This design comes from an exercise in tuning for small area and few clock cycles on the open sky130 flow, not from production work. The RTL was checked by simulation tests, not by an equivalence proof against the original design. No activity file was given, so power comes from the tool's default toggle rates.

==> design.v <==
module regFile (
	input  logic Clock_not,
	input  logic rstN,
	input  logic writeEn,
	input  logic [3:0] writeAddr,
	input  logic [13:0] writeData,
	input  logic [3:0] readAddrA,
	input  logic [3:0] readAddrB,
	output logic [13:0] readDataA,
	output logic [13:0] readDataB
);
	logic [13:0] regs [0:15];
	logic [15:0] written;
	always_ff @(posedge Clock_not or negedge rstN) begin
		if (!rstN) begin
			written <= '0;
		end else if (writeEn) begin
			written[writeAddr] <= 1'b1;
		end
	end
	always_ff @(posedge Clock_not) begin
		if (writeEn) begin
			regs[writeAddr] <= writeData;
		end
	end
	always_comb begin
		readDataA = '0;
		readDataB = '0;
		for (int i = 0; i < 16; i++) begin
			readDataA = readDataA | (regs[i] & {14{written[i] && readAddrA == 4'(i)}});
			readDataB = readDataB | (regs[i] & {14{written[i] && readAddrB == 4'(i)}});
		end
	end
endmodule
module operandStage (
	input  logic [13:0] inst,
	output logic [5:0] opcode,
	output logic [3:0] ri,
	output logic [3:0] rj,
	output logic isOut
);
	localparam logic [5:0] OpOut = 6'b011100;
	assign opcode = inst[13:8];
	assign ri = inst[7:4];
	assign rj = inst[3:0];
	assign isOut = (opcode == OpOut);
endmodule
module aluStage (
	input  logic [5:0] opcode,
	input  logic [3:0] rj,
	input  logic [13:0] a,        
	input  logic [13:0] b,        
	input  logic [4:0] switches,
	input  logic [11:0] status,
	output logic writeReg,
	output logic [13:0] res,
	output logic [11:0] nextStatus
);
	localparam logic [5:0] OpCpy  = 6'b000010;
	localparam logic [5:0] OpAdd  = 6'b000101;
	localparam logic [5:0] OpSub  = 6'b000110;
	localparam logic [5:0] OpAddc = 6'b000111;
	localparam logic [5:0] OpSubc = 6'b001000;
	localparam logic [5:0] OpNot  = 6'b001011;
	localparam logic [5:0] OpAnd  = 6'b001100;
	localparam logic [5:0] OpOr   = 6'b001101;
	localparam logic [5:0] OpXor  = 6'b001110;
	localparam logic [5:0] OpSrl  = 6'b001111;
	localparam logic [5:0] OpSra  = 6'b010000;
	localparam logic [5:0] OpRotl = 6'b010001;
	localparam logic [5:0] OpRotr = 6'b010010;
	localparam logic [5:0] OpRrc  = 6'b010101;
	localparam logic [5:0] OpVadd = 6'b010111;
	localparam logic [5:0] OpVsub = 6'b011000;
	localparam logic [5:0] OpIn   = 6'b011011;
	logic isCpy, isAdd, isSub, isAddc, isSubc, isNot, isAnd, isOr, isXor;
	logic isSrl, isSra, isRotl, isRotr, isRrc, isVadd, isVsub, isIn;
	logic isArith, isScalar, isVec, isLogic, isRight, inv;
	logic [13:0] op2;     
	logic [13:0] op2x;    
	logic [13:0] p;
	logic [13:0] g;
	logic [14:0] c;       
	logic [13:0] sum;
	logic [13:0] logicRes;
	logic [1:0] s;
	logic [16:0] wr;      
	logic [6:0] shSel;    
	logic [13:0] shRes;
	logic loC, hiC;
	assign isCpy  = (opcode == OpCpy);
	assign isAdd  = (opcode == OpAdd);
	assign isSub  = (opcode == OpSub);
	assign isAddc = (opcode == OpAddc);
	assign isSubc = (opcode == OpSubc);
	assign isNot  = (opcode == OpNot);
	assign isAnd  = (opcode == OpAnd);
	assign isOr   = (opcode == OpOr);
	assign isXor  = (opcode == OpXor);
	assign isSrl  = (opcode == OpSrl);
	assign isSra  = (opcode == OpSra);
	assign isRotl = (opcode == OpRotl);
	assign isRotr = (opcode == OpRotr);
	assign isRrc  = (opcode == OpRrc);
	assign isVadd = (opcode == OpVadd);
	assign isVsub = (opcode == OpVsub);
	assign isIn   = (opcode == OpIn);
	assign isScalar = isAdd | isSub | isAddc | isSubc;
	assign isVec = isVadd | isVsub;
	assign isArith = isScalar | isVec;
	assign isLogic = isNot | isAnd | isOr | isXor;
	assign isRight = isSrl | isSra | isRotr | isRrc;
	assign inv = isSub | isSubc | isVsub | isNot;
	assign op2 = (isAddc | isSubc) ? {10'b0, rj} : (isNot ? 14'd0 : b);
	assign op2x = op2 ^ {14{inv}};
	assign p = a ^ op2x;
	assign g = a & op2x;
	always_comb begin
		c[0] = isSub | isSubc | isVsub;
		for (int i = 0; i < 14; i++) begin
			if (i == 7)
				c[i] = isVec ? (isVsub) : (g[6] | (p[6] & c[6]));
			else if (i > 0)
				c[i] = g[i-1] | (p[i-1] & c[i-1]);
		end
		c[14] = g[13] | (p[13] & c[13]);
	end
	assign loC = g[6] | (p[6] & c[6]);
	assign hiC = c[14];
	assign sum = p ^ c[13:0];
	assign logicRes = ({14{isXor | isNot | isOr}} & p) | ({14{isAnd | isOr}} & g);
	assign s = rj[1:0];
	always_comb begin
		wr[13:0] = a;
		case (1'b1)
			isSra:  wr[16:14] = {3{a[13]}};
			isRotr: wr[16:14] = a[2:0];
			isRrc:  wr[16:14] = {a[1:0], status[11]};
			default: wr[16:14] = 3'b000;
		endcase
	end
	assign shSel[3] = (isRight | isRotl) & (s == 2'd0);
	assign shSel[4] = isRight & (s == 2'd1);
	assign shSel[5] = isRight & (s == 2'd2);
	assign shSel[6] = isRight & (s == 2'd3);
	assign shSel[2] = isRotl & (s == 2'd1);
	assign shSel[1] = isRotl & (s == 2'd2);
	assign shSel[0] = isRotl & (s == 2'd3);
	always_comb begin
		for (int i = 0; i < 14; i++) begin
			shRes[i] = (shSel[0] & a[(i + 11) % 14]) | (shSel[1] & a[(i + 12) % 14]) |
				(shSel[2] & a[(i + 13) % 14]) | (shSel[3] & a[i]) |
				(shSel[4] & wr[i + 1]) | (shSel[5] & wr[i + 2]) | (shSel[6] & wr[i + 3]);
		end
	end
	assign res = ({14{isArith}} & sum) | logicRes | shRes | ({14{isCpy}} & b) |
		{9'b0, {5{isIn}} & switches};
	assign writeReg = isArith | isLogic | isRight | isRotl | isCpy | isIn;
	always_comb begin
		nextStatus = status;
		if (isScalar) begin
			nextStatus[11] = hiC ^ c[0];
			nextStatus[10] = sum[13];
			nextStatus[9] = (a[13] ~^ op2[13]) & (a[13] ^ sum[13]);
			nextStatus[8] = (sum == 14'd0);
		end
		if (isLogic) begin
			nextStatus[10] = logicRes[13];
			nextStatus[8] = (logicRes == 14'd0);
		end
		if (isRrc) begin
			case (s)
				2'd0: nextStatus[11] = status[11];
				2'd1: nextStatus[11] = a[0];
				2'd2: nextStatus[11] = a[1];
				default: nextStatus[11] = a[2];
			endcase
		end
		if (isVec) begin
			nextStatus[7] = hiC ^ c[0];
			nextStatus[6] = sum[13];
			nextStatus[5] = (a[13] ~^ op2[13]) & (a[13] ^ sum[13]);
			nextStatus[4] = (sum[13:7] == 7'd0);
			nextStatus[3] = loC ^ c[0];
			nextStatus[2] = sum[6];
			nextStatus[1] = (a[6] ~^ op2[6]) & (a[6] ^ sum[6]);
			nextStatus[0] = (sum[6:0] == 7'd0);
		end
	end
endmodule
module retireStage (
	input  logic Clock_not,
	input  logic rstN,
	input  logic take,
	input  logic isOut,
	input  logic [13:0] outData,
	input  logic [11:0] nextStatus,
	input  logic outReady,
	output logic [11:0] status,
	output logic outValid,
	output logic [25:0] outBeat
);
	always_ff @(posedge Clock_not or negedge rstN) begin
		if (!rstN) begin
			status <= '0;
		end else if (take) begin
			status <= nextStatus;
		end
	end
	always_ff @(posedge Clock_not or negedge rstN) begin
		if (!rstN) begin
			outValid <= 1'b0;
		end else if (take && isOut) begin
			outValid <= 1'b1;
		end else if (outReady) begin
			outValid <= 1'b0;
		end
	end
	always_ff @(posedge Clock_not) begin
		if (take && isOut) begin
			outBeat <= {outData, status};
		end
	end
endmodule
module risc14Core (
	input  logic Clock_not,
	input  logic rstN,
	input  logic instValid,
	input  logic [13:0] inst,
	output logic instReady,
	input  logic [4:0] switches,
	output logic outValid,
	output logic [25:0] outBeat,
	input  logic outReady
);
	logic [5:0] opcode;
	logic [3:0] ri;
	logic [3:0] rj;
	logic isOut;
	logic take;
	logic writeReg;
	logic [13:0] readDataA;
	logic [13:0] readDataB;
	logic [13:0] res;
	logic [11:0] status;
	logic [11:0] nextStatus;
	operandStage operandStage_inst (
		.inst(inst), .opcode(opcode), .ri(ri), .rj(rj), .isOut(isOut)
	);
	assign instReady = ~(isOut & outValid & ~outReady);
	assign take = instValid & instReady;
	regFile regFile_inst (
		.Clock_not(Clock_not), .rstN(rstN),
		.writeEn(take & writeReg), .writeAddr(ri), .writeData(res),
		.readAddrA(ri), .readAddrB(rj),
		.readDataA(readDataA), .readDataB(readDataB)
	);
	aluStage aluStage_inst (
		.opcode(opcode), .rj(rj), .a(readDataA), .b(readDataB),
		.switches(switches), .status(status),
		.writeReg(writeReg), .res(res), .nextStatus(nextStatus)
	);
	retireStage retireStage_inst (
		.Clock_not(Clock_not), .rstN(rstN), .take(take), .isOut(isOut),
		.outData(readDataA), .nextStatus(nextStatus), .outReady(outReady),
		.status(status), .outValid(outValid), .outBeat(outBeat)
	);
endmodule
==> run.sh <==
#!/bin/bash
# synth_recipe.tcl (not shown) runs the flow's synth.tcl, then flattens the netlist and writes it again
# the make line also repeats each setting of config.mk as NAME=value (left out here)
make -C /OpenROAD-flow-scripts/flow DESIGN_CONFIG=/design/flow/config.mk WORK_HOME=/design/flow/orfs CLKGATE_MAP_FILE= SYNTH_SCRIPT=/design/flow/synth_recipe.tcl finish
==> config.mk <==
export PLATFORM = sky130hd
export DESIGN_NAME = risc14Core
export DESIGN_NICKNAME = risc14Core
export VERILOG_FILES = /design/flow/design.v
export SDC_FILE = /design/flow/constraint.sdc
export NUM_CORES = 4
export LEC_CHECK = 0
export CAP_MARGIN = 20
export CORE_MARGIN = 2
export CORE_UTILIZATION = 40
export SLEW_MARGIN = 20
==> constraint.sdc <==
create_clock -name core_clock -period 5.0 [get_ports {Clock_not}]
set_input_delay 1.0000 -clock core_clock [delete_from_list [all_inputs] [get_ports {Clock_not}]]
set_output_delay 1.0000 -clock core_clock [all_outputs]
set_load 0.01 [all_outputs]
==> summary.md, run 1 <==
| Metric | Value |
|---|---|
| Antenna violation net count after detailed routing | `0` |
| Worst setup margin | `-2860 ps` |
| HPWL Detailed | `about 35000 um` |
| Grt peak-use layer | `met2` |
| Setup Viol. Count Final | `155` |
| Max VDD drop | `approximately 0.28 mV` |
| Maximum clock path buffer count | `3` |
| RSZ-0062 raised after global routing | `yes` |
| Cell variety after synth | `between 70 and 80` |
| Max stage delay on crit path | `540 ps` |
| Worst setup EP type | `flop` |
| Core Area | `about 34000 um^2` |
| Tot GR Track Use | `0.291` |
| Placed cells | `~1700` |
| Arrival @ worst endpoint | `slightly above 8000 ps` |
| Failed layout checks | `setup timing` |
| PwrDens | `337 nW/um^2` |
| GRT Residual Overflow | `0` |
| Post-synthesis async set-or-reset flop share | `0.104` |
| Syn Nets | `1156` |
| Req. time, crit path | `around 5300 ps` |
| Place WS | `-3940 ps` |
| Number of global-route vias before repair | `between 10000 and 15000` |
| Final nets | `1432` |
| Vias/cell | `roughly 6.6` |
| Predominant post-synthesis flop cell | `edfxtp_1` |
| M1 GR Usage | `0.364` |
| Final Wtd Congestion | `roughly 0.93` |
| Via Count | `12152` |
| Initial antenna violation count | `0` |
| F_max | `~130 MHz` |
| Clock slew at reported path FFs | `60 ps` |
| Drc violations | `0` |
| TritonCTS Buffers | `30` |
| First-pass GRT wire length | `roughly 77000 um` |
| Initial Util | `0.405` |
| Ports | `51` |
| Cell mode on critical path | `fa_2` |
| Power Total | `0.00624 W` |
| Full die area | `~36000 um^2` |
| Clock period minus worst slack | `roughly 8000 ps` |
| Area grow syn2layout | `32.9%` |
| Post-DR wirelength/cell | `~29 um` |
| Slew Viols, Final | `0` |
| DIE HEIGHT | `between 150 and 200 um` |
| TNS Setup | `-275780 ps` |
| Site Rows | `just under 70` |
| Clock sink count | `around 280` |
| Chip width | `191 um` |
| Setup Skew | `~30 ps` |
| #FFs+latches synth | `279` |
| Latest clock arrival within the worst-skew pair | `around 600 ps` |
| CP max FO | `8` |
| Met3 GRT Util | `0.0650` |
| DR pass1 iterations | `9` |
| Share of cells above drive strength 1 | `0.331` |
| Worst rel slew slack | `0.307` |
| GR Util met2 | `0.476` |
| Critical path class | `in -> reg` |
| CTS tree | `done` |
| CTS H-tree lvls | `1` |
| Worst path slowest cell | `or4b_4` |
| # diodes | `0` |
| Startpoint types | `input pin` |
| Initial DRC count | `2246` |
| Slew at the pin closest to its max-slew limit | `between 1000 and 1500 ps` |
| Final period util | `1.57` |
| Avg Inst Size Synth | `12.7 um^2` |
| Sequential area share after synthesis | `0.591` |
| Number of synthesized flops with an enable pin | `250` |
| Leak | `roughly 7.0 nW` |
| Ys Warns | `3` |
| Final Hold Vio Count | `0` |
| Status | `complete, but fails checks` |
| Cell area after synthesis | `~14000 um^2` |
| Total wire length | `about 54000 um` |
| CTS root buffer | `clkbuf_16` |
| Max-cap viol count | `0` |
| Worst min path class | `reg -> reg` |
| Non-Filler Instances | `between 1500 and 2000` |
| Hold WS | `442 ps` |
| Synth Instances | `1096` |
| Largest net degree at the start of global routing | `30` |
| Port Buf Inserts | `50` |
## timing repair
action	in CTS	in global routing
hold buffers	0	0
endpoints found under the setup margin	188	172
gates resized for setup	102	41
setup buffers	40	11
pin swaps	53	44
gates cloned	5	2
## state kept, by name, summed over array words and instances (netlist names)
| signal | flops |
|---|---|
| retireStage_inst.outBeat | 26 |
| regFile_inst.written | 16 |
| regFile_inst.regs | 224 |
| retireStage_inst.status | 12 |
| retireStage_inst.outValid | 1 |
## worst paths after layout
path                                            start                     endpoint  slack (ps)  depth (start not counted)
max                                           inst[4]    regFile_inst.regs[14][12]       -2860                         29
min                        retireStage_inst.status[7]  retireStage_inst.outBeat[7]         440                          0
max reg2reg                   regFile_inst.written[3]    regFile_inst.regs[14][12]       -2520                         26
min reg2reg                retireStage_inst.status[7]  retireStage_inst.outBeat[7]         440                          0
max in group asynchronous                        rstN   retireStage_inst.status[0]        3880                          2
min in group asynchronous                        rstN     regFile_inst.written[15]         810                          2
## worst max-delay path: cells and delay by family
family | cells | cell delay, ps
compound gates | 5 | 1050
fa+ha+maj | 14 | 4430
buf+inv | 6 | 460
simple gates | 4 | 1190
## logic make-up after synthesis
group                    share of synthesized area
flip-flops                                   0.591
adder cells (fa/ha/maj)                     0.0415
AO/OA/AOI/OAI                                0.200
buffers and inverters                       0.0380
AND/OR/NAND/NOR                              0.111
multiplexers                               0.00987
XOR/XNOR                                   0.00880
## layer usage
| layer | up-vias | share of wire |
|---|---|---|
| li1 | 5060 | - |
| met1 | 5868 | 0.36 |
| met2 | 985 | 0.46 |
| met3 | 239 | 0.12 |
| met4 | 0 | 0.056 |
| met5 | - | 0 |
## power breakdown
group | total (W) | switching, W | internal (W)
Combinational | 0.00130 | 0.000687 | 0.000611
Sequential | 0.00271 | 0.0000601 | 0.00265
Clock | 0.00223 | 0.000959 | 0.00127
Total | 0.00624 | 0.00171 | 0.00453
## cell usage after synthesis, drive strengths merged, types with 3 or more instances
cell type    n  share of area
edfxtp     250           0.54
a22oi      119          0.064
clkbuf      69          0.019
nor2        64          0.017
a221oi      49          0.032
nand2       49          0.013
a22o        40          0.025
a222oi      35          0.025
nand3       32          0.011
dfrtp       29          0.052
inv         29         0.0078
buf         26          0.011
ha          23          0.021
nor3        23         0.0090
o22ai       22         0.0099
and4b       21          0.015
o21ai       21         0.0075
a21o        17         0.0092
nand4       17         0.0081
a21oi       15         0.0054
fa          14          0.020
xnor2       11         0.0069
and4         9         0.0057
and3         8         0.0036
nand2b       8         0.0036
and2         7         0.0031
mux2i        7         0.0050
mux2         6         0.0048
nor4         6         0.0027
nor2b        5         0.0022
o211ai       5         0.0027
o221ai       5         0.0031
or4          5         0.0027
a211oi       4         0.0022
and4bb       4         0.0044
or3          4         0.0018
a2111oi      3         0.0019
a31oi        3         0.0013
nor4bb       3         0.0022
o2111ai      3         0.0019
o32a         3         0.0022
or2          3         0.0013
xor2         3         0.0019
## area by class of cell
| cell class | count | area [um^2] |
|---|---|---|
| repair buffers | 337 | 2820 |
| well taps | 455 | 569 |
| flip-flops and latches | 279 | 8230 |
| clock buffers | 37 | 817 |
| fillers | 2879 | 15900 |
| clock inverters | 19 | 183 |
| multi-input cells | 695 | 5770 |
| inverters | 29 | 136 |
## placed cells by master, fill, tap and decap left out, drive strengths merged, types with 15 or more instances in the layout
cell type / instances
a21o: 17
a21oi: 15
a221oi: 49
a222oi: 35
a22o: 40
a22oi: 119
and4b: 21
buf: 294
clkbuf: 37
clkdlybuf4s50: 39
dfrtp: 29
edfxtp: 250
ha: 23
inv: 31
nand2: 50
nand3: 32
nand4: 17
nor2: 64
nor3: 23
o21ai: 21
o22ai: 22
## metrics by stage
stage	utilization	cell area, um^2
floorplan	-	14400
global placement	0.485	16700
detailed placement	0.485	16700
CTS	0.531	18300
global route	0.538	18500
finish	0.538	18500
Testbench counts, summed over its fixed seeds: cycles 32,279.
==> run 2, diff against run 1 <==
--- a/design.v
+++ b/design.v
@@ -34,15 +34,39 @@
 endmodule
 module operandStage (
+	input  logic Clock_not,
+	input  logic rstN,
+	input  logic instValid,
 	input  logic [13:0] inst,
+	input  logic [4:0] switches,
+	input  logic outValid,
+	input  logic outReady,
+	output logic instReady,
+	output logic exec,
 	output logic [5:0] opcode,
 	output logic [3:0] ri,
 	output logic [3:0] rj,
+	output logic [4:0] sw,
 	output logic isOut
 );
 	localparam logic [5:0] OpOut = 6'b011100;
-	assign opcode = inst[13:8];
-	assign ri = inst[7:4];
-	assign rj = inst[3:0];
-	assign isOut = (opcode == OpOut);
+	logic irValid;
+	logic [13:0] ir;
+	always_ff @(posedge Clock_not or negedge rstN) begin
+		if (!rstN) begin
+			irValid <= 1'b0;
+		end else begin
+			irValid <= instValid & instReady;
+		end
+	end
+	always_ff @(posedge Clock_not) begin
+		ir <= inst;
+		sw <= switches;
+	end
+	assign exec = irValid;
+	assign opcode = ir[13:8];
+	assign ri = ir[7:4];
+	assign rj = ir[3:0];
+	assign isOut = irValid & (opcode == OpOut);
+	assign instReady = ~((inst[13:8] == OpOut) & (isOut | (outValid & ~outReady)));
 endmodule
 module aluStage (
@@ -76,11 +100,18 @@
 	logic isCpy, isAdd, isSub, isAddc, isSubc, isNot, isAnd, isOr, isXor;
 	logic isSrl, isSra, isRotl, isRotr, isRrc, isVadd, isVsub, isIn;
-	logic isArith, isScalar, isVec, isLogic, isRight, inv;
+	logic isArith, isScalar, isVec, isLogic, isRight, inv, cin;
 	logic [13:0] op2;     
 	logic [13:0] op2x;    
 	logic [13:0] p;
 	logic [13:0] g;
-	logic [14:0] c;       
+	logic [7:0] gl, pl;
+	logic [6:0] gh, ph;
+	logic [6:0] cHi;
+	logic [13:0] carry;
+	logic hiCin, loCout, hiCout;
 	logic [13:0] sum;
+	logic [13:0] t;       
+	logic [13:0] zb;
+	logic zLo, zHiVec, zHiScalar;
 	logic [13:0] logicRes;
 	logic [1:0] s;
@@ -88,5 +119,4 @@
 	logic [6:0] shSel;    
 	logic [13:0] shRes;
-	logic loC, hiC;
 	assign isCpy  = (opcode == OpCpy);
 	assign isAdd  = (opcode == OpAdd);
@@ -111,5 +141,6 @@
 	assign isLogic = isNot | isAnd | isOr | isXor;
 	assign isRight = isSrl | isSra | isRotr | isRrc;
-	assign inv = isSub | isSubc | isVsub | isNot;
+	assign cin = isSub | isSubc | isVsub;
+	assign inv = cin | isNot;
 	assign op2 = (isAddc | isSubc) ? {10'b0, rj} : (isNot ? 14'd0 : b);
 	assign op2x = op2 ^ {14{inv}};
@@ -117,16 +148,34 @@
 	assign g = a & op2x;
 	always_comb begin
-		c[0] = isSub | isSubc | isVsub;
-		for (int i = 0; i < 14; i++) begin
-			if (i == 7)
-				c[i] = isVec ? (isVsub) : (g[6] | (p[6] & c[6]));
-			else if (i > 0)
-				c[i] = g[i-1] | (p[i-1] & c[i-1]);
-		end
-		c[14] = g[13] | (p[13] & c[13]);
-	end
-	assign loC = g[6] | (p[6] & c[6]);
-	assign hiC = c[14];
-	assign sum = p ^ c[13:0];
+		gl = {g[6:0], cin};
+		pl = {p[6:0], 1'b0};
+		gh = g[13:7];
+		ph = p[13:7];
+		for (int l = 0; l < 3; l++) begin
+			for (int i = 0; i < 8; i++) begin
+				if ((i >> l) & 1) begin
+					gl[i] = gl[i] | (pl[i] & gl[((i >> l) << l) - 1]);
+					pl[i] = pl[i] & pl[((i >> l) << l) - 1];
+				end
+			end
+			for (int i = 0; i < 7; i++) begin
+				if ((i >> l) & 1) begin
+					gh[i] = gh[i] | (ph[i] & gh[((i >> l) << l) - 1]);
+					ph[i] = ph[i] & ph[((i >> l) << l) - 1];
+				end
+			end
+		end
+	end
+	assign hiCin = isVec ? cin : gl[7];
+	assign cHi = gh | (ph & {7{hiCin}});    
+	assign carry = {cHi[5:0], hiCin, gl[6:0]};
+	assign sum = p ^ carry;
+	assign loCout = gl[7];
+	assign hiCout = cHi[6];
+	assign t = {a[12:0] | op2x[12:0], cin};
+	assign zb = ~(p ^ t);
+	assign zLo = &zb[6:0];
+	assign zHiScalar = &zb[13:7];
+	assign zHiVec = ~(p[7] ^ cin) & (&zb[13:8]);
 	assign logicRes = ({14{isXor | isNot | isOr}} & p) | ({14{isAnd | isOr}} & g);
 	assign s = rj[1:0];
@@ -160,8 +209,8 @@
 		nextStatus = status;
 		if (isScalar) begin
-			nextStatus[11] = hiC ^ c[0];
+			nextStatus[11] = hiCout ^ cin;
 			nextStatus[10] = sum[13];
 			nextStatus[9] = (a[13] ~^ op2[13]) & (a[13] ^ sum[13]);
-			nextStatus[8] = (sum == 14'd0);
+			nextStatus[8] = zLo & zHiScalar;
 		end
 		if (isLogic) begin
@@ -178,12 +227,12 @@
 		end
 		if (isVec) begin
-			nextStatus[7] = hiC ^ c[0];
+			nextStatus[7] = hiCout ^ cin;
 			nextStatus[6] = sum[13];
 			nextStatus[5] = (a[13] ~^ op2[13]) & (a[13] ^ sum[13]);
-			nextStatus[4] = (sum[13:7] == 7'd0);
-			nextStatus[3] = loC ^ c[0];
+			nextStatus[4] = zHiVec;
+			nextStatus[3] = loCout ^ cin;
 			nextStatus[2] = sum[6];
 			nextStatus[1] = (a[6] ~^ op2[6]) & (a[6] ^ sum[6]);
-			nextStatus[0] = (sum[6:0] == 7'd0);
+			nextStatus[0] = zLo;
 		end
 	end
@@ -192,5 +241,5 @@
 	input  logic Clock_not,
 	input  logic rstN,
-	input  logic take,
+	input  logic exec,
 	input  logic isOut,
 	input  logic [13:0] outData,
@@ -204,5 +253,5 @@
 		if (!rstN) begin
 			status <= '0;
-		end else if (take) begin
+		end else if (exec) begin
 			status <= nextStatus;
 		end
@@ -211,5 +260,5 @@
 		if (!rstN) begin
 			outValid <= 1'b0;
-		end else if (take && isOut) begin
+		end else if (isOut) begin
 			outValid <= 1'b1;
 		end else if (outReady) begin
@@ -218,5 +267,5 @@
 	end
 	always_ff @(posedge Clock_not) begin
-		if (take && isOut) begin
+		if (isOut) begin
 			outBeat <= {outData, status};
 		end
@@ -234,9 +283,10 @@
 	input  logic outReady
 );
+	logic exec;
 	logic [5:0] opcode;
 	logic [3:0] ri;
 	logic [3:0] rj;
+	logic [4:0] sw;
 	logic isOut;
-	logic take;
 	logic writeReg;
 	logic [13:0] readDataA;
@@ -246,11 +296,12 @@
 	logic [11:0] nextStatus;
 	operandStage operandStage_inst (
-		.inst(inst), .opcode(opcode), .ri(ri), .rj(rj), .isOut(isOut)
+		.Clock_not(Clock_not), .rstN(rstN), .instValid(instValid), .inst(inst),
+		.switches(switches), .outValid(outValid), .outReady(outReady),
+		.instReady(instReady), .exec(exec), .opcode(opcode), .ri(ri), .rj(rj),
+		.sw(sw), .isOut(isOut)
 	);
-	assign instReady = ~(isOut & outValid & ~outReady);
-	assign take = instValid & instReady;
 	regFile regFile_inst (
 		.Clock_not(Clock_not), .rstN(rstN),
-		.writeEn(take & writeReg), .writeAddr(ri), .writeData(res),
+		.writeEn(exec & writeReg), .writeAddr(ri), .writeData(res),
 		.readAddrA(ri), .readAddrB(rj),
 		.readDataA(readDataA), .readDataB(readDataB)
@@ -258,9 +309,9 @@
 	aluStage aluStage_inst (
 		.opcode(opcode), .rj(rj), .a(readDataA), .b(readDataB),
-		.switches(switches), .status(status),
+		.switches(sw), .status(status),
 		.writeReg(writeReg), .res(res), .nextStatus(nextStatus)
 	);
 	retireStage retireStage_inst (
-		.Clock_not(Clock_not), .rstN(rstN), .take(take), .isOut(isOut),
+		.Clock_not(Clock_not), .rstN(rstN), .exec(exec), .isOut(isOut),
 		.outData(readDataA), .nextStatus(nextStatus), .outReady(outReady),
 		.status(status), .outValid(outValid), .outBeat(outBeat)
==> run 2 against run 1 <==
Compared with the run above: now clean on timing, DRC and antenna; register-to-register slack gained 2700 ps; final area grew 3.0%; total power grew 7.9%; sequential share of layout area grew 0.90 points; first-iteration DRC count shrank 5.1%; non-clock buffer count shrank 41; flip-flop and latch count grew 20; synthesized cell count grew 10%; via count grew 4.0%; clock power grew 14%; clock-buffer cell count grew 4; largest power group unchanged; highest routed layer is now met5.
==> summary.md, run 2 <==
| Metric | Value |
|---|---|
| Latest clock arrival within the worst-skew pair | `roughly 540 ps` |
| Slew Viols, Final | `0` |
| Most frequent cells in the layout | `250 x edfxtp_1, 236 x buf_4, 134 x a22oi_1` |
| Sequential area share after synthesis | `0.580` |
| Leak | `approximately 7.2 nW` |
| Max reg flops | `around 220` |
| Arrival @ worst endpoint | `~5100 ps` |
| Final period util | `0.963` |
| PwrDens | `between 300 and 400 nW/um^2` |
| Chip width | `197 um` |
| #FFs+latches synth | `~300` |
| CTS root buffer | `clkbuf_16` |
| Synth area leader | `edfxtp_1` |
| Final Wtd Congestion | `just under 1` |
| Worst min path class | `reg -> reg` |
| Total wire length | `56100 um` |
| HPWL Detailed | `just under 40000 um` |
| Power Total | `0.00673 W` |
| Initial Util | `0.407` |
| Post-synthesis async set-or-reset flop share | `0.100` |
| Cell mode on critical path | `buf_4` |
| Most common cell in the netlist | `edfxtp_1` |
| Cell area after synthesis | `between 10000 and 15000 um^2` |
| Reg2Reg Capture Point | `regFile_inst.regs[11][12]` |
| Hold Buf Count CTS | `0` |
| Slew at the pin closest to its max-slew limit | `1150 ps` |
| Start of the worst register-to-register path | `operandStage_inst.ir[1]` |
| Antenna violation net count after detailed routing | `0` |
| Drc violations | `0` |
| Avg Inst Size Synth | `12.3 um^2` |
| TritonCTS Buffers | `34` |
| Status | `complete, no violations` |
| # fillers | `3158` |
| GRT Residual Overflow | `0` |
| Area of the multi-input gates | `around 6100 um^2` |
| Worst rel slew slack | `0.231` |
| Port Buf Inserts | `50` |
| Tot GR Track Use | `0.288` |
| Post-DR wirelength/cell | `~29 um` |
| Setup Skew | `between 20 and 25 ps` |
| Site Rows | `70` |
| Reg2Reg Depth | `22` |
| Ports | `51` |
| F_max | `just over 200 MHz` |
| Number of synthesized flops with an enable pin | `250` |
| Top flop regs | `regFile_inst.regs: 224 flops, retireStage_inst.outBeat: 26 flops, regFile_inst.written: 16 flops` |
| Startpoint types | `flop` |
| Commonest non-fill, non-tap cell in the layout | `edfxtp_1` |
| Max-cap viol count | `0` |
| Worst setup EP type | `flop` |
| Vias/cell | `around 6.5` |
| Setup Viol. Count Final | `0` |
| Synth top area share | `0.504` |
| Crit path max-delay family | `simple AND/OR/NAND/NOR gates` |
| Placed cells | `1872` |
| Full die area | `approximately 39000 um^2` |
| Syn Nets | `1270` |
| Req. time, crit path | `between 5000 and 6000 ps` |
| Cell variety after synth | `between 70 and 80` |
| Initial antenna violation count | `1` |
| CTS tree | `done` |
| Core Area | `36600 um^2` |
| Reg2Reg Setup Slack | `190 ps` |
| Area grow syn2layout | `28.1%` |
| Clock sink count | `roughly 300` |
| Max stage delay on crit path | `~390 ps` |
| Place WS | `-374 ps` |
| CTS H-tree lvls | `2` |
| Initial DRC count | `about 2100` |
| Worst setup margin | `roughly 190 ps` |
| Final nets | `~1500` |
| Worst path cell trace | `inv_2 -> ha_4 -> and4b_2 -> buf_4 -> buf_4 -> buf_4 -> a221oi_1 -> nand3_1 -> nor2_1 -> nor2_1 -> mux2i_1 -> buf_4 -> ha_1 -> a21oi_1 -> o21ai_1 -> a32oi_1 -> o21ai_1 -> nor2_1 -> xnor2_1 -> a22o_1 -> or3_1 -> buf_4` |
| Critical path class | `reg -> reg` |
| Register area | `a little under 9000 um^2` |
| Ys Warns | `4` |
| RSZ-0062 raised after global routing | `yes` |
| Number of global-route vias before repair | `between 10000 and 15000` |
| Largest net degree at the start of global routing | `31` |
| Max VDD drop | `~0.26 mV` |
| Maximum clock path buffer count | `3` |
| Share of cells above drive strength 1 | `0.267` |
| DR pass1 iterations | `12` |
| Non-Filler Instances | `approximately 1900` |
| Hold wc startpoint | `retireStage_inst.status[1]` |
| Worst path slowest cell | `dfxtp_4` |
| Main area contributors after synthesis | `edfxtp_1 50%, a22oi_1 7.0%, dfrtp_1 5.0%` |
| Buf+Inv Stages, Crit Path | `6` |
| First-pass GRT wire length | `81400 um` |
| Hold EP | `retireStage_inst.outBeat[1]` |
| Final Hold Vio Count | `0` |
| CP max FO | `16` |
| Synth Instances | `roughly 1200` |
| Predominant post-synthesis flop cell | `edfxtp_1` |
| Most instantiated cells after synthesis | `250 x edfxtp_1, 138 x a22oi_1, 69 x clkbuf_1` |
| Clock period minus worst slack | `4810 ps` |
| Hold Path Depth | `0` |
| Clock slew at reported path FFs | `60 ps` |
| DIE HEIGHT | `about 200 um` |
| Largest Register | `regFile_inst.regs` |
| Via Count | `12641` |
==> run 2: area by class of cell <==
class | count | area share
diodes | 1 | 0.000131
clock buffers | 41 | 0.0465
clock inverters | 19 | 0.0130
inverters | 40 | 0.00787
multi-input cells | 776 | 0.319
flip-flops and latches | 299 | 0.453
well taps | 468 | 0.0307
repair buffers | 296 | 0.129
==> run 2: logic make-up (layout without fill, tap and decap cells) <==
family / count (synthesis) / in the layout / synth area share
muxes: 9 / 9 / 0.00630
xor gates and xnor gates: 37 / 37 / 0.0218
buffers and inverters: 132 / 396 / 0.0367
adders and majority gates: 41 / 41 / 0.0363
DFF: 299 / 299 / 0.580
AOI/OAI and AO/OA: 380 / 380 / 0.199
and+or+nand+nor: 309 / 309 / 0.120
other: 0 / 1 / 0
==> run 2: per-stage QoR <==
stage	setup TNS [ps]	hold slack, ps	util	area, um^2
after floorplan	0	416	-	14900
after global placement	-8810	428	0.480	17600
after detailed placement	-11320	430	0.480	17600
after CTS	0	445	0.512	18700
after global routing	-2950	443	0.521	19100
final	0	443	0.521	19100
==> run 2: power by group <==
| group | leakage (nW) | internal [W] | switching (W) |
|---|---|---|---|
| clock network | 0.546 | 0.00153 | 0.00102 |
| registers | 2.85 | 0.00283 | 0.0000678 |
| logic | 3.82 | 0.000564 | 0.000724 |
==> run 2: timing repair <==
item | CTS | global route
gates resized for setup | 17 | 74
setup buffers | 3 | 4
gates cloned | 0 | 0
setup endpoints to repair | 32 | 101
pin swaps | 7 | 30
==> run 2: worst max-delay path by stage <==
stage	startpoint	to	slack, ps	depth (start not counted)
after CTS	operandStage_inst.ir[1]	regFile_inst.regs[14][7]	4	23
after floorplan	operandStage_inst.ir[0]	regFile_inst.regs[0][8]	40	23
after detailed placement	operandStage_inst.ir[1]	regFile_inst.regs[5][7]	-370	23
final	operandStage_inst.ir[1]	regFile_inst.regs[11][12]	190	22
after global placement	operandStage_inst.ir[0]	regFile_inst.regs[3][7]	-310	21
after global routing	operandStage_inst.ir[0]	regFile_inst.regs[8][7]	-120	24
==> run 2: per-layer routing <==
metal | part of all wire | up-vias | track usage
li1 | - | 5359 | -
met1 | 0.37 | 6014 | 0.366
met2 | 0.46 | 1001 | 0.469
met3 | 0.11 | 265 | 0.0585
met4 | 0.061 | 2 | 0.143
met5 | 0.00028 | - | 0
Testbench counts of run 2, summed over its fixed seeds: cycles 32,614.
==> run 3, diff against run 2 <==
--- a/design.v
+++ b/design.v
@@ -105,8 +105,10 @@
 	logic [13:0] p;
 	logic [13:0] g;
-	logic [7:0] gl, pl;
-	logic [6:0] gh, ph;
-	logic [6:0] cHi;
-	logic [13:0] carry;
+	logic [3:0] sL0;
+	logic [4:0] sL1n, sL1c, sL1;
+	logic [3:0] sH0n, sH0c;
+	logic [4:0] sH1n, sH1c;
+	logic [7:0] hiN, hiC;
+	logic [7:0] sumHi;
 	logic hiCin, loCout, hiCout;
 	logic [13:0] sum;
@@ -147,30 +149,19 @@
 	assign p = a ^ op2x;
 	assign g = a & op2x;
-	always_comb begin
-		gl = {g[6:0], cin};
-		pl = {p[6:0], 1'b0};
-		gh = g[13:7];
-		ph = p[13:7];
-		for (int l = 0; l < 3; l++) begin
-			for (int i = 0; i < 8; i++) begin
-				if ((i >> l) & 1) begin
-					gl[i] = gl[i] | (pl[i] & gl[((i >> l) << l) - 1]);
-					pl[i] = pl[i] & pl[((i >> l) << l) - 1];
-				end
-			end
-			for (int i = 0; i < 7; i++) begin
-				if ((i >> l) & 1) begin
-					gh[i] = gh[i] | (ph[i] & gh[((i >> l) << l) - 1]);
-					ph[i] = ph[i] & ph[((i >> l) << l) - 1];
-				end
-			end
-		end
-	end
-	assign hiCin = isVec ? cin : gl[7];
-	assign cHi = gh | (ph & {7{hiCin}});    
-	assign carry = {cHi[5:0], hiCin, gl[6:0]};
-	assign sum = p ^ carry;
-	assign loCout = gl[7];
-	assign hiCout = cHi[6];
+	assign sL0 = {1'b0, a[2:0]} + {1'b0, op2x[2:0]} + {3'b0, cin};
+	assign sL1n = {1'b0, a[6:3]} + {1'b0, op2x[6:3]};
+	assign sL1c = {1'b0, a[6:3]} + {1'b0, op2x[6:3]} + 5'd1;
+	assign sH0n = {1'b0, a[9:7]} + {1'b0, op2x[9:7]};
+	assign sH0c = {1'b0, a[9:7]} + {1'b0, op2x[9:7]} + 4'd1;
+	assign sH1n = {1'b0, a[13:10]} + {1'b0, op2x[13:10]};
+	assign sH1c = {1'b0, a[13:10]} + {1'b0, op2x[13:10]} + 5'd1;
+	assign sL1 = sL0[3] ? sL1c : sL1n;
+	assign hiN = sH0n[3] ? {sH1c, sH0n[2:0]} : {sH1n, sH0n[2:0]};   
+	assign hiC = sH0c[3] ? {sH1c, sH0c[2:0]} : {sH1n, sH0c[2:0]};   
+	assign hiCin = isVec ? cin : sL1[4];
+	assign sumHi = hiCin ? hiC : hiN;
+	assign sum = {sumHi[6:0], sL1[3:0], sL0[2:0]};
+	assign loCout = sL1[4];
+	assign hiCout = sumHi[7];
 	assign t = {a[12:0] | op2x[12:0], cin};
 	assign zb = ~(p ^ t);
==> flow/run.sh (new file) <==
#!/bin/bash
# Layout flow: the standard flow (standard.sh), except that synthesis maps
# the logic with the ABC script in abc.script instead of ORFS's speed script,
# and does not extract full/half-adder cells first, so ABC maps the adders
# together with the rest of the logic. The registers, their names and cell
# types are those of the standard synthesis. The port buffers that placement
# adds start as the smallest buffer; repair sizes them up where timing needs.
set -euo pipefail
W=$(pwd)
rm -rf "$W/scripts_abc"
cp -r "$FLOW_HOME/scripts" "$W/scripts_abc"
cp "$W/flow/abc.script" "$W/scripts_abc/abc_speed.script"
bash "$W/standard.sh" SCRIPTS_DIR="$W/scripts_abc" ADDER_MAP_FILE= synth > "$W/synth.log" 2>&1
bash "$W/standard.sh" BUFFER_PORTS_ARGS="-buffer_cell sky130_fd_sc_hd__buf_1" finish > "$W/layout.log" 2>&1
==> flow/abc.script (new file) <==
strash
ifraig
dc2
strash
&get -n
&dch -f
&nf -R 1000 -a
&put
==> standard.sh (new file) <==
#!/bin/bash
# synth_recipe.tcl (not shown) runs the flow's synth.tcl, then flattens the netlist and writes it again
# the make line also repeats each setting of config.mk as NAME=value (left out here)
make -C /OpenROAD-flow-scripts/flow DESIGN_CONFIG=/design/flow/config.mk WORK_HOME=/design/flow/orfs CLKGATE_MAP_FILE= SYNTH_SCRIPT=/design/flow/synth_recipe.tcl "${@:-finish}"
--- a/config.mk
+++ b/config.mk
@@ -8,4 +8,9 @@
 export CAP_MARGIN = 20
 export CORE_MARGIN = 2
-export CORE_UTILIZATION = 40
+export CORE_UTILIZATION = 60
+export CTS_BUF_LIST = sky130_fd_sc_hd__clkbuf_16
+export CTS_CLUSTER_DIAMETER = 80
+export CTS_CLUSTER_SIZE = 30
+export GPL_TIMING_DRIVEN = 0
+export SETUP_SLACK_MARGIN = 0.15
 export SLEW_MARGIN = 20
removed: run.sh
==> run 3 against run 2 <==
Compared with the run above: utilization up 19 points; largest cell class unchanged; synthesized area down 9.9%; critical path type unchanged; sequential power down 1%; clock-buffer cell count down 25; still clean; routed wire length down 17%; highest routed layer is now met4; flip-flop and latch count unchanged.
==> summary.md, run 3 <==
| Metric | Value |
|---|---|
| CP Launch Point | `operandStage_inst.ir[2]` |
| Final nets | `1166` |
| Setup Viol. Count Final | `0` |
| Worst setup EP type | `flop` |
| Latest clock arrival within the worst-skew pair | `approximately 520 ps` |
| Clock sink count | `around 300` |
| HPWL Detailed | `roughly 27000 um` |
| Antenna violation net count after detailed routing | `0` |
| Max-cap viol count | `0` |
| Synth top area share | `0.559` |
| Ys Warns | `4` |
| Slew Viols, Final | `0` |
| Place WS | `-1600 ps` |
| Port Buf Inserts | `50` |
| F_max | `208 MHz` |
| Final Instance Area | `15600 um^2` |
| Leak | `approximately 5.4 nW` |
| Most common cell in the netlist | `edfxtp_1` |
| Synth Instances | `between 1000 and 1500` |
| Sequential area share after synthesis | `0.643` |
| Reg2Reg Depth | `22` |
| CP max FO | `8` |
| Critical path class | `reg -> reg` |
| Chip width | `between 150 and 200 um` |
| GRT Residual Overflow | `0` |
| Commonest non-fill, non-tap cell in the layout | `edfxtp_1` |
| Vias/cell | `just under 8` |
| Fraction of the mapped netlist area in simple logic gates | `0.138` |
| Hold WS | `between 300 and 400 ps` |
| Largest Register | `regFile_inst.regs` |
| Start of the worst register-to-register path | `operandStage_inst.ir[2]` |
| Power Total | `0.00525 W` |
| CTS tree | `done` |
| Req. time, crit path | `~5400 ps` |
| Predominant post-synthesis flop cell | `edfxtp_1` |
| Full die area | `~24000 um^2` |
| Drc violations | `0` |
| Largest net degree at the start of global routing | `32` |
| Arrival @ worst endpoint | `5190 ps` |
| Number of synthesized flops with an enable pin | `between 200 and 300` |
| Final period util | `0.962` |
| Main area contributors after synthesis | `edfxtp_1 56%, a222oi_1 9.5%, dfrtp_1 5.6%` |
| Ports | `between 50 and 60` |
| Clock slew at reported path FFs | `roughly 100 ps` |
| Cell area after synthesis | `roughly 13000 um^2` |
| Maximum clock path buffer count | `3` |
| Area grow syn2layout | `16.4%` |
| RSZ-0062 raised after global routing | `no` |
| Post-synthesis mux area share | `0.0133` |
| Worst setup margin | `roughly 190 ps` |
| Critical path endpoint | `regFile_inst.regs[9][12]` |
| Most frequent cells in the layout | `250 x edfxtp_1, 128 x a222oi_1, 104 x nand2_1` |
| Via Count | `~11000` |
| PwrDens | `approximately 340 nW/um^2` |
| Cell variety after synth | `45` |
| Number of global-route vias before repair | `10634` |
| Clock period minus worst slack | `4810 ps` |
| Slew at the pin closest to its max-slew limit | `roughly 1200 ps` |
| Reg2Reg Setup Slack | `roughly 190 ps` |
| Site Rows | `54` |
| Main combinational cell family by area after synthesis | `compound AO/OA/AOI/OAI gates` |
| Core Area | `21900 um^2` |
| Status | `complete, no violations` |
| DR pass1 iterations | `13` |
| # diodes | `0` |
| CTS root buffer | `clkbuf_16` |
| DIE HEIGHT | `about 150 um` |
| Final Wtd Congestion | `0.968` |
| Post-DR wirelength/cell | `between 30 and 40 um` |
| Syn Nets | `between 1000 and 1500` |
| Startpoint types | `flop` |
| Initial Util | `0.613` |
| Dpl cell area | `about 14000 um^2` |
| Top flop regs | `regFile_inst.regs: 224 flops, retireStage_inst.outBeat: 26 flops, regFile_inst.written: 16 flops` |
| TNS Setup | `0 ps` |
| Share of cells above drive strength 1 | `0.168` |
| Avg Inst Size Synth | `between 10 and 15 um^2` |
| Initial DRC count | `2652` |
| CTS H-tree lvls | `1` |
| Worst min path class | `in -> async` |
| Final Hold Vio Count | `0` |
| Tot GR Track Use | `0.384` |
| Reg2Reg Capture Point | `regFile_inst.regs[9][12]` |
| TritonCTS Buffers | `15` |
| #FFs+latches synth | `299` |
| Most instantiated cells after synthesis | `250 x edfxtp_1, 128 x a222oi_1, 107 x nand2_1` |
| Synth area leader | `edfxtp_1` |
| Post-synthesis async set-or-reset flop share | `0.100` |
| # fillers | `~1500` |
| Xor and xnor area share after synthesis | `0.0222` |
| Worst rel slew slack | `0.204` |
| Initial antenna violation count | `0` |
| Max reg flops | `approximately 220` |
| Post-synthesis adder-cell area fraction | `0` |
| Max VDD drop | `roughly 0.37 mV` |
| First-pass GRT wire length | `around 67000 um` |
| Total wire length | `46500 um` |
| Post-synthesis compound-gate area fraction | `0.181` |
| Setup Skew | `30.0 ps` |
## run 3: changes by cell type after synthesis, sizes merged, moves of 15 or more
cell and change:
a221oi -29, a222oi +95, a22o -32, a22oi -97
and3 +45, and4b -18, buf -23, clkbuf -69
ha -36, inv -40, nand2 +45, nor3 -15
or2 +18
## run 3: layout make-up
| type | instances | area, um^2 | share of cell area |
|---|---|---|---|
| flip-flops and latches | 299 | 8650 | 0.553 |
| inverters | 8 | 30.0 | 0.00192 |
| clock buffers | 16 | 400 | 0.0256 |
| well taps | 280 | 350 | 0.0224 |
| repair buffers | 115 | 835 | 0.0534 |
| multi-input cells | 704 | 5280 | 0.338 |
| clock inverters | 10 | 95.1 | 0.00608 |
## run 3: worst min path at each step
stage	end	startpoint
floorplan	retireStage_inst.outBeat[0]	retireStage_inst.status[0]
global placement	retireStage_inst.outBeat[6]	retireStage_inst.status[6]
detailed placement	retireStage_inst.outBeat[6]	retireStage_inst.status[6]
CTS	retireStage_inst.status[5]	rstN
global route	retireStage_inst.status[2]	rstN
finish	retireStage_inst.status[4]	rstN
## run 3: through the flow
stage                     instances   util
after floorplan                1011      -
after global placement         1341  0.638
after detailed placement       1351  0.644
after CTS                      1402  0.687
after global routing           1432  0.714
final                          1432  0.714
## run 3: logic make-up (layout without fill, tap and decap cells)
logic type | count (synthesis) | in the layout
AO/OA/AOI/OAI | 290 | 290
XOR/XNOR | 34 | 34
buffers and inverters | 8 | 149
flip-flops | 299 | 299
multiplexers | 17 | 17
AND/OR/NAND/NOR | 363 | 363
## run 3: power breakdown
| group | switching [W] | internal [W] | leakage (nW) |
|---|---|---|---|
| clock | 0.000791 | 0.000654 | 0.251 |
| combinational | 0.000601 | 0.000341 | 2.31 |
| sequential | 0.0000556 | 0.00281 | 2.85 |
| total | 0.00145 | 0.00380 | 5.41 |
## run 3: timing repair
item	in CTS	in global routing
hold buffers	0	0
gates resized for setup	76	85
gates cloned	0	1
endpoints found under the hold margin	0	0
buffers inserted	25	29
endpoints found under the setup margin	169	135
pin swaps	17	29
## run 3: metal layers
layer | vias up | global-route usage | wire (um)
met5 | - | 0 | 0
met4 | 0 | 0.189 | 2960
met3 | 250 | 0.0902 | 7140
met2 | 1106 | 0.572 | 20400
met1 | 5222 | 0.537 | 16100
li1 | 4574 | - | -
## run 3: critical path, stage by stage (launching register included)
cell and delay, ps:
dfxtp_2 360, and2_1 210, and3_4 210, a222oi_1 460, nand4_1 150, a211o_1 320
a22oi_1 210, xor2_1 120, buf_4 150, nor2_2 140, o21ai_2 90, nor2b_2 170
o21a_1 190, o21ai_2 190, or2_4 170, nor2_1 50, a211oi_2 290, a21oi_2 120
nand2_1 110, nand2b_1 110, nor2b_2 180, o311ai_4 440, clkbuf_16 240
Testbench counts of run 3, summed over its fixed seeds: cycles 32,614.
==> run 4, diff against run 3 <==
--- a/config.mk
+++ b/config.mk
@@ -8,5 +8,5 @@
 export CAP_MARGIN = 20
 export CORE_MARGIN = 2
-export CORE_UTILIZATION = 60
+export CORE_UTILIZATION = 40
 export CTS_BUF_LIST = sky130_fd_sc_hd__clkbuf_16
 export CTS_CLUSTER_DIAMETER = 80
==> run 4 against run 3 <==
Compared with the run above: still clean on timing, DRC and antenna; total power is 1.3% lower; clock skew is 24 ps higher; combinational power hardly changed; first-iteration DRC count is 24% higher; final area is 1.8% higher.
==> summary.md, run 4 <==
| Metric | Value |
|---|---|
| Reg2Reg Capture Point | `regFile_inst.regs[8][13]` |
| Cell mode on critical path | `nand4_1` |
| Full die area | `35100 um^2` |
| Cell variety after synth | `45` |
| Via Count | `roughly 11000` |
| Utilization after layout | `0.478` |
| Slew at the pin closest to its max-slew limit | `roughly 1200 ps` |
| CP max FO | `14` |
| TNS Setup | `0 ps` |
| Start of the worst register-to-register path | `operandStage_inst.ir[4]` |
| Final period util | `0.954` |
| Clock sink count | `between 200 and 300` |
| Latest clock arrival within the worst-skew pair | `approximately 540 ps` |
| Slew Viols, Final | `0` |
| Max-cap viol count | `0` |
| Largest Register | `regFile_inst.regs` |
| Antenna violation net count after detailed routing | `0` |
| Syn Nets | `about 1000` |
| Initial DRC count | `roughly 3300` |
| Req. time, crit path | `about 5300 ps` |
| Max reg flops | `224` |
| Critical path class | `reg -> reg` |
| Max stage delay on crit path | `between 500 and 600 ps` |
| Combinational share of power | `0.182` |
| Chip width | `about 190 um` |
| Initial antenna violation count | `0` |
| Most common cell in the netlist | `edfxtp_1` |
| Sw Pwr | `approximately 0.0015 W` |
| Commonest non-fill, non-tap cell in the layout | `edfxtp_1` |
| Maximum clock path buffer count | `3` |
| Synth area leader | `edfxtp_1` |
| #FFs+latches synth | `299` |
| Placed cells | `approximately 1500` |
| Cell area after synthesis | `~13000 um^2` |
| Worst path slowest cell | `and3_4` |
| Number of synthesized flops with an enable pin | `250` |
| Setup Skew | `54.0 ps` |
| Synth Instances | `a little over 1000` |
| Switching Fraction | `0.282` |
| Final Hold Vio Count | `0` |
| First-pass GRT wire length | `68200 um` |
| TritonCTS Buffers | `15` |
| Number of global-route vias before repair | `between 10000 and 15000` |
| Avg Inst Size Synth | `13.3 um^2` |
| Clock Power Share | `0.263` |
| Final nets | `between 1000 and 1500` |
| Leak | `5.43 nW` |
| Total wire length | `roughly 49000 um` |
| Place WS | `-1490 ps` |
| Initial Util | `0.404` |
| Ys Warns | `4` |
| Worst path cell trace | `nor2_1 -> and3_4 -> a222oi_1 -> nand4_1 -> a211o_1 -> nand2b_1 -> or2_1 -> a21o_1 -> nand2_2 -> xor2_4 -> nor2_4 -> a211oi_4 -> a21o_2 -> a221oi_2 -> buf_4 -> nand2_1 -> nand4_1 -> buf_12` |
| Vias/cell | `approximately 7.0` |
| Top flop regs | `regFile_inst.regs: 224 flops, retireStage_inst.outBeat: 26 flops, regFile_inst.written: 16 flops` |
| Predominant post-synthesis flop cell | `edfxtp_1` |
| PwrDens | `~330 nW/um^2` |
| Synth top area share | `0.559` |
| Largest net degree at the start of global routing | `32` |
| Most instantiated cells after synthesis | `250 x edfxtp_1, 128 x a222oi_1, 107 x nand2_1` |
| Non-Filler Instances | `approximately 1600` |
| DR pass1 iterations | `13` |
| Worst min path class | `in -> async` |
| DIE HEIGHT | `187 um` |
| Worst setup EP type | `flop` |
| Core Area | `33300 um^2` |
| # diodes | `0` |
| Site Rows | `67` |
| Sequential Power Share | `0.555` |
| Reg2Reg Depth | `18` |
| HPWL Detailed | `between 20000 and 30000 um` |
| Ports | `between 50 and 60` |
| Clock period minus worst slack | `~4800 ps` |
| Int Pwr | `between 0.003 and 0.004 W` |
| Setup Viol. Count Final | `0` |
| Drc violations | `0` |
| Status | `complete, no violations` |
| Main area contributors after synthesis | `edfxtp_1 56%, a222oi_1 9.5%, dfrtp_1 5.6%` |
| CTS H-tree lvls | `1` |
| Crit path max-delay family | `simple AND/OR/NAND/NOR gates` |
| Worst rel slew slack | `0.192` |
| Port Buf Inserts | `50` |
| Max VDD drop | `approximately 0.32 mV` |
| Most frequent cells in the layout | `250 x edfxtp_1, 128 x a222oi_1, 104 x nand2_1` |
| Share of cells above drive strength 1 | `0.180` |
| Worst setup margin | `~230 ps` |
| RSZ-0062 raised after global routing | `no` |
| Area grow syn2layout | `18.6%` |
| Sequential area share after synthesis | `0.643` |
| Post-DR wirelength/cell | `roughly 31 um` |
| Buf+Inv Stages, Crit Path | `2` |
| CTS root buffer | `clkbuf_16` |
| GRT Residual Overflow | `0` |
| Startpoint types | `flop` |
| F_max | `around 210 MHz` |
| Arrival @ worst endpoint | `slightly above 5000 ps` |
| CTS tree | `done` |
| Clock slew at reported path FFs | `110 ps` |
| Final Wtd Congestion | `0.924` |
| Hold WS | `~290 ps` |
| Tot GR Track Use | `0.263` |
| Reg2Reg Setup Slack | `between 200 and 250 ps` |
| Hold Buf Count CTS | `0` |
| Post-synthesis async set-or-reset flop share | `0.100` |
==> run 4: through the flow <==
step | cell area (um^2) | total power (W)
final | 15900 | 0.00518
after global routing | 15900 | 0.00534
after CTS | 15200 | 0.00503
after detailed placement | 14300 | 0.00366
after global placement | 14200 | 0.00365
after floorplan | 13400 | 0.00340
==> run 4: power groups by stage <==
stage | logic [W] | clock network, W | registers, W
6_report | 0.000942 | 0.00136 | 0.00288
5_1_grt | 0.00100 | 0.00146 | 0.00288
4_1_cts | 0.000802 | 0.00136 | 0.00286
3_5_place_dp | 0.000749 | 0 | 0.00291
3_3_place_gp | 0.000734 | 0 | 0.00291
2_1_floorplan | 0.000506 | 0 | 0.00289
==> run 4: worst max-delay path by stage <==
stage / start / to / slack (ps) / cells past startpoint
2_1_floorplan: operandStage_inst.ir[1] / regFile_inst.regs[0][12] / 240 / 20
3_3_place_gp: operandStage_inst.ir[9] / regFile_inst.regs[10][8] / -1550 / 18
3_5_place_dp: operandStage_inst.ir[9] / regFile_inst.regs[7][12] / -1490 / 19
4_1_cts: operandStage_inst.ir[0] / retireStage_inst.status[9] / 150 / 21
5_1_grt: operandStage_inst.ir[7] / regFile_inst.regs[8][13] / 60 / 20
6_report: operandStage_inst.ir[4] / regFile_inst.regs[8][13] / 230 / 18
==> run 4: cell families after synthesis <==
kind of cell | after synthesis | synth area share
AO/OA/AOI/OAI | 290 | 0.181
XOR/XNOR | 34 | 0.0222
buffers and inverters | 8 | 0.00224
flip-flops | 299 | 0.643
multiplexers | 17 | 0.0133
AND/OR/NAND/NOR | 363 | 0.138
==> run 4: per-layer routing <==
layer,global-route usage,up-vias,part of all wire,wire (um)
met4,0.122,0,0.053,2610
li1,-,4608,-,-
met3,0.0732,206,0.13,6550
met2,0.411,1015,0.45,22000
met1,0.342,5392,0.37,18000
met5,0,-,0,0
==> run 4: repair_timing <==
action / in CTS / in global routing
pin swaps: 13 / 44
setup buffers: 17 / 42
cloned: 0 / 4
resized for setup: 85 / 88
endpoints found under the setup margin: 169 / 133
==> run 4: layout make-up <==
class | instances | area, um^2
clock buffers | 15 | 375
clock inverters | 11 | 68.8
fillers | 2909 | 17400
inverters | 8 | 30.0
multi-input cells | 707 | 5380
flip-flops and latches | 299 | 8650
well taps | 448 | 561
repair buffers | 122 | 860
==> run 5, diff against run 4 <==
--- a/config.mk
+++ b/config.mk
@@ -8,5 +8,5 @@
 export CAP_MARGIN = 20
 export CORE_MARGIN = 2
-export CORE_UTILIZATION = 40
+export CORE_UTILIZATION = 60
 export CTS_BUF_LIST = sky130_fd_sc_hd__clkbuf_16
 export CTS_CLUSTER_DIAMETER = 80
@@ -15,2 +15,3 @@
 export SETUP_SLACK_MARGIN = 0.15
 export SLEW_MARGIN = 20
+export TNS_END_PERCENT = 50
==> run 5 against run 4 <==
Compared with the run above: non-clock buffer count up 11; register-to-register slack lost 40 ps; worst hold slack improved by 16 ps; first-iteration DRC count decreased by 7.0%; cell count is 9.9% lower; sequential power about the same; flip-flop and latch count stayed put; setup slack worse by 39 ps; critical path depth increased by 4; clock-buffer cell count did not move; total power grew 0.95%; largest cell class unchanged; largest power group unchanged.
==> summary.md, run 5 <==
| Metric | Value |
|---|---|
| Status | `complete, no violations` |
| Avg Inst Size Synth | `13.3 um^2` |
| Slew at the pin closest to its max-slew limit | `approximately 1300 ps` |
| Initial antenna violation count | `0` |
| Site Rows | `54` |
| DIE HEIGHT | `roughly 150 um` |
| TNS Setup | `0 ps` |
| Synth Instances | `between 1000 and 1500` |
| Most frequent cells in the layout | `250 x edfxtp_1, 128 x a222oi_1, 104 x nand2_1` |
| Core Area | `between 20000 and 25000 um^2` |
| Largest net degree at the start of global routing | `32` |
| F_max | `approximately 210 MHz` |
| Clock sink count | `roughly 300` |
| Max-cap viol count | `0` |
| Final period util | `0.962` |
| Setup Skew | `~43 ps` |
| Top flop regs | `regFile_inst.regs: 224 flops, retireStage_inst.outBeat: 26 flops, regFile_inst.written: 16 flops` |
| GRT Residual Overflow | `0` |
| Commonest non-fill, non-tap cell in the layout | `edfxtp_1` |
| Sequential area share after synthesis | `0.643` |
| CTS H-tree lvls | `1` |
| HPWL Detailed | `between 20000 and 30000 um` |
| Largest Register | `regFile_inst.regs` |
| Number of global-route vias before repair | `10730` |
| CTS root buffer | `clkbuf_16` |
| #FFs+latches synth | `299` |
| Clock slew at reported path FFs | `approximately 100 ps` |
| Leak | `approximately 5.5 nW` |
| Worst min path class | `in -> async` |
| Share of cells above drive strength 1 | `0.185` |
| Final Wtd Congestion | `approximately 0.95` |
| Met3 WL | `between 8000 and 9000 um` |
| Synth area leader | `edfxtp_1` |
| WL met1 | `approximately 17000 um` |
| Initial Util | `0.613` |
| Hold Buf Count CTS | `0` |
| # fillers | `about 1500` |
| Clock period minus worst slack | `about 4800 ps` |
| Antenna violation net count after detailed routing | `0` |
| Port Buf Inserts | `50` |
| Worst rel slew slack | `0.154` |
| Cell variety after synth | `45` |
| Power Total | `~0.0052 W` |
| Ys Warns | `4` |
| Syn Nets | `between 1000 and 1500` |
| Chip width | `approximately 150 um` |
| Critical path class | `reg -> reg` |
| Predominant post-synthesis flop cell | `edfxtp_1` |
| CP Launch Point | `operandStage_inst.ir[2]` |
| Max VDD drop | `around 0.43 mV` |
| Setup Viol. Count Final | `0` |
| Maximum clock path buffer count | `3` |
| Most instantiated cells after synthesis | `250 x edfxtp_1, 128 x a222oi_1, 107 x nand2_1` |
| Start of the worst register-to-register path | `operandStage_inst.ir[2]` |
| Critical path endpoint | `regFile_inst.regs[15][13]` |
| Worst setup EP type | `flop` |
| DR WL met2 | `between 15000 and 20000 um` |
| Via Count | `around 11000` |
| Synth top area share | `0.559` |
| Tot GR Track Use | `0.382` |
| CP max FO | `14` |
| Final Hold Vio Count | `0` |
| Reg2Reg Capture Point | `regFile_inst.regs[15][13]` |
| Post-DR wirelength/cell | `roughly 33 um` |
| RSZ-0062 raised after global routing | `no` |
| Startpoint types | `flop` |
| Final nets | `between 1000 and 1500` |
| PwrDens | `332 nW/um^2` |
| Number of synthesized flops with an enable pin | `250` |
| Drc violations | `0` |
| Max reg flops | `roughly 220` |
| DR pass1 iterations | `13` |
| TritonCTS Buffers | `15` |
| CTS tree | `done` |
| Most common cell in the netlist | `edfxtp_1` |
| Req. time, crit path | `5260 ps` |
| Reg2Reg Setup Slack | `between 150 and 200 ps` |
| Area grow syn2layout | `17.4%` |
| Full die area | `23600 um^2` |
| Initial DRC count | `just over 3000` |
| Vias/cell | `approximately 7.8` |
| Total wire length | `approximately 47000 um` |
| Post-synthesis async set-or-reset flop share | `0.100` |
| Latest clock arrival within the worst-skew pair | `roughly 530 ps` |
| Cell area after synthesis | `~13000 um^2` |
| Reg2Reg Depth | `22` |
| Slew Viols, Final | `0` |
| DR top layer | `met4` |
| Ports | `51` |
| Arrival @ worst endpoint | `about 5000 ps` |
| Main area contributors after synthesis | `edfxtp_1 56%, a222oi_1 9.5%, dfrtp_1 5.6%` |
| First-pass GRT wire length | `~66000 um` |
[run 5: cell counts after synthesis]
Identical to the previous run, type by type.
[run 5: worst min path at each step]
| stage | endpoint | slack (ps) | startpoint | cells after the start |
|---|---|---|---|---|
| final | retireStage_inst.status[0] | 300 | rstN | 1 |
| after global routing | retireStage_inst.status[0] | 300 | rstN | 1 |
| after detailed placement | retireStage_inst.outBeat[6] | 430 | retireStage_inst.status[6] | 0 |
| after global placement | retireStage_inst.outBeat[6] | 430 | retireStage_inst.status[6] | 0 |
| after floorplan | retireStage_inst.outBeat[0] | 420 | retireStage_inst.status[0] | 0 |
| after CTS | retireStage_inst.status[0] | 300 | rstN | 1 |
[run 5: stage by stage]
| stage | cells | instance area (um^2) | hold slack, ps | worst slack, ps | utilization |
|---|---|---|---|---|---|
| 6_report | 1451 | 15800 | 302 | 190 | 0.720 |
| 5_1_grt | 1450 | 15800 | 305 | 41.7 | 0.720 |
| 4_1_cts | 1405 | 15000 | 302 | 157 | 0.686 |
| 3_5_place_dp | 1354 | 14100 | 434 | -1630 | 0.644 |
| 3_3_place_gp | 1341 | 14000 | 429 | -2160 | 0.638 |
| 2_1_floorplan | 1011 | 13400 | 421 | 34.4 | - |
[run 5: per-layer routing]
layer	vias to the layer above	global-route usage
met1	5260	0.540
met5	-	0
met3	212	0.117
met2	1196	0.539
li1	4619	-
met4	0	0.197
[run 5: where the power goes]
group	switching, W	internal (W)
Combinational	0.000601	0.000351
Clock	0.000828	0.000588
Sequential	0.0000555	0.00281
[run 5: cells by family after synthesis]
group	share of synthesized area
AOI/OAI and AO/OA	0.181
xor gates and xnor gates	0.0222
buffers and inverters	0.00224
DFF	0.643
muxes	0.0133
and+or+nand+nor	0.138
[run 5: timing repair]
item	in CTS	in global routing
hold endpoints to repair	0	0
resized for setup	73	95
pin swaps	14	36
gates cloned	0	1
setup buffers	25	43
endpoints found under the setup margin	170	132
[run 5: final cells by class]
type | instances | area, um^2 | share of cell area
Timing Repair Buffer | 133 | 957 | 0.0607
Antenna cell | 1 | 2.50 | 0.000159
Multi-Input combinational cell | 704 | 5300 | 0.336
Clock inverter | 11 | 91.3 | 0.00580
Sequential cell | 299 | 8650 | 0.549
Tap cell | 280 | 350 | 0.0222
Inverter | 8 | 30.0 | 0.00191
Clock buffer | 15 | 375 | 0.0238
[run 5: critical path, stage by stage (launching register included)]
cell	delay, ps
dfxtp_4	380
nor2b_2	180
and3_4	310
a222oi_1	320
nand4_1	140
a211o_1	410
a22oi_2	170
xor2_1	270
nor2_2	100
or2_4	260
nor2b_2	150
o21a_1	200
o21ai_2	100
or2_4	270
nor2_2	90
a211oi_2	70
a21o_2	260
nor2_2	100
a221oi_2	50
buf_4	160
nand2_1	70
nand4_1	270
buf_12	240

==> what the ideal ports hide <==
The results above use ideal ports. As a check the final layouts listed here were re-extracted and re-timed, cells and wires unchanged.
Step 1: set_driving_cell puts a clkbuf_16 on Clock_not and a buf_2 on each other input, an assumption about the parent block.
Step 2, shift: input delay + t, output delay - t, t = (earliest + latest rising clock arrival at the registers) / 2. This alone moves slack from input paths to output paths.
Three values: no drivers, after step 1, after step 2; two values: the first two.
run	shift t [ns]	slack for setup (ns)	hold WS [ns]	clock arrival spread, ns	cell pins on the clock port's net
run 1	0.637	-2.863 / -2.853 / -3.490	0.442 / 0.442 / 0.442	0.031 / 0.031	1
run 2	0.587	0.185 / 0.185 / 0.185	0.443 / 0.443 / 0.443	0.023 / 0.023	1
run 3	0.558	0.191 / 0.191 / 0.191	0.304 / 0.279 / 0.451	0.030 / 0.030	1
run 4	0.571	0.229 / 0.229 / 0.229	0.286 / 0.258 / 0.450	0.054 / 0.054	1
run 5	0.561	0.190 / 0.190 / 0.190	0.302 / 0.277 / 0.459	0.043 / 0.043	1
The setup slack of run 1, which loses most, moves by +0.010 ns with the drivers and by -0.627 ns with both steps.
